Background: an optimization exercise with open tools, aiming at a short achievable clock period and few clock cycles per item. Do not read the settings as production practice.
The RTL was checked by simulation tests, not by an equivalence proof against the original design.
Power and IR drop assume default switching activity.

before:
## lc4_top
module lc4_top (
   input  logic        clk,
   input  logic        i_reset,
   output logic [15:0] o_imem_addr,
   input  logic [15:0] i_imem_data,
   output logic [15:0] o_dmem_addr,
   output logic        o_dmem_we,
   output logic [15:0] o_dmem_wdata,
   input  logic [15:0] i_dmem_data,
   output logic        o_retire_valid,
   output logic [15:0] o_retire_pc,
   output logic [15:0] o_retire_insn,
   output logic        o_retire_rf_we,
   output logic [2:0]  o_retire_wsel,
   output logic [15:0] o_retire_wdata
);
Size in the first run: roughly 720 flip-flops, about 140 I/O pins, about 0.031 mm2 of cells after synthesis.
export LEC_CHECK = 0
export ABC_CLOCK_PERIOD_IN_PS = 2000
export CAP_MARGIN = 20
export CORE_MARGIN = 2
export CORE_UTILIZATION = 40
export SETUP_SLACK_MARGIN = 2.0
export SLEW_MARGIN = 20
create_clock -name core_clock -period 4.3 [get_ports {clk}]
run.sh (not shown) runs the stock make flow with config.mk's settings and CLKGATE_MAP_FILE= SYNTH_SCRIPT=/design/flow/synth_recipe.tcl, a recipe that flattens the netlist after the stock synthesis.
before reached the end of the flow, and the finished layout is clean on the timing, DRC and antenna checks.
Testbench counts of before, summed over its fixed seeds: cycles 48,297, items 42,737.
> inputs changed (before -> after)
-- flow/design.v --
<<< before, line 536
   assign x_br   = dx_valid && dx_is_br;
   assign x_mask = dx_insn[11:9];
   assign x_taken  = (x_mask & nzp_q) != 3'b000;
   assign redirect = x_br && (x_taken != dx_pred);
   always_ff @(posedge clk) begin
>>> after, line 536
   assign x_br   = dx_valid && dx_is_br;
   assign x_mask = dx_insn[11:9];
   assign x_taken  = (x_mask[2] && nzp_q[2]) || (x_mask[1] && nzp_q[1]) ||
                     (x_mask[0] && nzp_q[0] && !nzp_q[2] && !nzp_q[1]);
   assign redirect = x_br && (x_taken != dx_pred);
   always_ff @(posedge clk) begin
<<< before, line 583
         nzp_q <= 3'b000;
      end else if (dx_valid && dx_rf_we && !dx_is_load) begin
         nzp_q <= {x_n, x_z, !x_n && !x_z};
      end else if (xm_valid && xm_is_load) begin
         nzp_q <= {i_dmem_data[15], m_z, !i_dmem_data[15] && !m_z};
      end
   end
>>> after, line 584
         nzp_q <= 3'b000;
      end else if (dx_valid && dx_rf_we && !dx_is_load) begin
         nzp_q <= {x_n, x_z, 1'b1};
      end else if (xm_valid && xm_is_load) begin
         nzp_q <= {i_dmem_data[15], m_z, 1'b1};
      end
   end
Results
after against before: slack of the critical path moved up; switching share of power grew by 0.54 points; antenna cell count increased 1; total power rose by 0.40%; fraction of area in non-clock buffers shrank by 1.9 points.
Testbench counts of after, summed over its fixed seeds: cycles 48,297, items 42,737.


Setup of try-nickel:
lc4_top, a different RTL version from the one above (not shown whole).
Size: about 2,800 cells after synthesis, roughly 740 flip-flops, about 0.033 mm2 of cells after synthesis.
==> flow/config.mk <==
export PLATFORM = sky130hd
export DESIGN_NAME = lc4_top
export DESIGN_NICKNAME = lc4_top
export VERILOG_FILES = /design/flow/design.v
export SDC_FILE = /design/flow/constraint.sdc
export NUM_CORES = 4
export LEC_CHECK = 0
export ABC_CLOCK_PERIOD_IN_PS = 2000
export CAP_MARGIN = 20
export CORE_MARGIN = 2
export CORE_UTILIZATION = 40
export SETUP_SLACK_MARGIN = 2.0
export SLEW_MARGIN = 20
==> flow/constraint.sdc <==
create_clock -name core_clock -period 4.3 [get_ports {clk}]
set_input_delay 0.8600 -clock core_clock [delete_from_list [all_inputs] [get_ports {clk}]]
set_output_delay 0.8600 -clock core_clock [all_outputs]
set_load 0.01 [all_outputs]
Testbench counts of try-nickel, summed over its fixed seeds: cycles 48,109, items 42,737.
Edits applied to the flow inputs when going from try-nickel to try-harbor:
--- a/flow/design.v
+++ b/flow/design.v
@@ -297,18 +297,18 @@
    );
    logic f_lo_c;
    assign f_lo_c = pc_q[8:0] == 9'h1ff;
    assign f_pcp1 = {f_lo_c ? pc_q[15:9] + 7'd1 : pc_q[15:9], pc_q[8:0] + 9'd1};
    logic [16*NBTB-1:0] btb_pc_f;
    logic [16*NBTB-1:0] btb_pcm1_f;
    logic [16*NBTB-1:0] btb_tgt_f;
-   logic [NBTB-1:0]    lk_hit_v [3];
-   logic [2:0]         lk_hit;
-   logic [15:0]        lk_tgt   [3];
-   logic [15:0]        lk_pc    [3];
+   logic [NBTB-1:0]    lk_hit_v [2];
+   logic [1:0]         lk_hit;
+   logic [15:0]        lk_tgt   [2];
+   logic [15:0]        lk_pc    [2];
    logic [NBTB-1:0]    nx_hit_v;
    logic               nx_hit;
    logic [15:0]        nx_tgt;
    logic [15:0]        nx_pc;
    logic [NBTB-1:0]    q_hit_v;
    logic               q_hit;
    logic [15:0]        q_tgt;
@@ -342,44 +342,21 @@
       .i_fpc   (btb_pc_f),
       .i_addr  (q_tgt),
       .o_hit_v (lk_hit_v[1]),
       .o_hit   (lk_hit[1]),
       .o_tgt   (lk_tgt[1]),
       .o_pc    (lk_pc[1])
    );
-   lc4_btb_lookup #(
-      .NBTB (NBTB)
-   ) lc4_btb_lookup_alt (
-      .i_v     (btb_v),
-      .i_pc    (btb_pc_f),
-      .i_tgt   (btb_tgt_f),
-      .i_fpc   (btb_pc_f),
-      .i_addr  (dx_alt),
-      .o_hit_v (lk_hit_v[2]),
-      .o_hit   (lk_hit[2]),
-      .o_tgt   (lk_tgt[2]),
-      .o_pc    (lk_pc[2])
-   );
    logic f_pc_ok;
    assign f_pc_ok = q_pc == pc_q && (q_hit_v & (q_hit_v - 1'b1)) == '0;
    assign f_hit_v = q_hit_v;
    assign f_hit   = q_hit;
    assign f_tgt   = q_tgt;
    always_comb begin
-      if (redirect) begin
-         nx_hit_v = lk_hit_v[2];
-         nx_hit   = lk_hit[2];
-         nx_tgt   = lk_tgt[2];
-         nx_pc    = lk_pc[2];
-      end else if (d_redirect) begin
-         nx_hit_v = '0;
-         nx_hit   = 1'b0;
-         nx_tgt   = q_tgt;
-         nx_pc    = q_pc;
-      end else if (stall) begin
+      if (stall) begin
          nx_hit_v = q_hit_v;
          nx_hit   = q_hit;
          nx_tgt   = q_tgt;
          nx_pc    = q_pc;
       end else if (f_hit) begin
          nx_hit_v = lk_hit_v[1];
          nx_hit   = lk_hit[1];
@@ -393,16 +370,16 @@
       end
    end
    always_ff @(posedge clk) begin
       if (i_reset) begin
          q_hit_v <= '0;
          q_hit   <= 1'b0;
       end else begin
-         q_hit_v <= nx_hit_v;
-         q_hit   <= nx_hit;
+         q_hit_v <= (redirect || d_redirect) ? '0 : nx_hit_v;
+         q_hit   <= (redirect || d_redirect) ? 1'b0 : nx_hit;
       end
    end
    always_ff @(posedge clk) begin
       q_tgt <= nx_tgt;
       q_pc  <= nx_pc;
    end
    always_comb begin
Notes after the runs:
- Re number of antenna violations at the first check in global routing: try-harbor and try-nickel aren't equal, and the lower value belongs to try-harbor.
- Taking try-nickel as the reference, in try-harbor post-layout utilization of the core lower; met2 wire length lower.
- Going from try-nickel to try-harbor, net load switching power lower, synthesized cell area fell about 7%, register-to-register slack went up.
- try-nickel reports its worst setup path startpoint as lc4_pipeline_i.pc_q[5] while try-harbor reports lc4_pipeline_i.pc_q[4].
- Portion of the clock cycle consumed by the worst path in the final layout (higher): try-nickel
- Buffers plus inverters on the worst setup path came out higher on try-harbor than on try-nickel.
- In try-harbor, the cell area came out 0.0045 mm2 below the value in try-nickel.
- For the global-route wire length before repair, try-harbor came in 18% lower than try-nickel did.
- The routed wire length of try-harbor was superior to that of try-nickel.
- Of try-harbor and try-nickel, the higher vertical die dimension belongs to try-nickel.
Testbench counts of try-harbor, summed over its fixed seeds: cycles 48,112, items 42,737.

==> static timing again, ports no longer ideal <==
Ports are ideal in the flow. The routed layouts listed here were re-timed in OpenROAD.
Step 1: set_driving_cell puts a clkbuf_16 on clk and a buf_2 on each other input, an assumption about the parent block.
Step 2 moves the port delays by t, midway between the first and last clock arrival at a register: inputs arrive t later, outputs are due t later. That takes back most of the time a late clock gives input paths.
Three values: no drivers, after step 1, after step 2; two values: the first two.
run | t (ns) | setup slack, ns | worst setup path after step 2
before | 0.684 | 1.893 / 1.893 / 1.378 | input to register
after | 0.695 | 1.984 / 1.960 / 1.334 | input to register
try-nickel | 0.689 | 1.869 / 1.869 / 1.402 | input to register
try-harbor | 0.672 | 2.017 / 1.986 / 1.373 | input to register
After both steps every run listed still meets setup and hold. The setup slack of after, which loses most, moves by -0.024 ns with the drivers and by -0.650 ns with both steps.
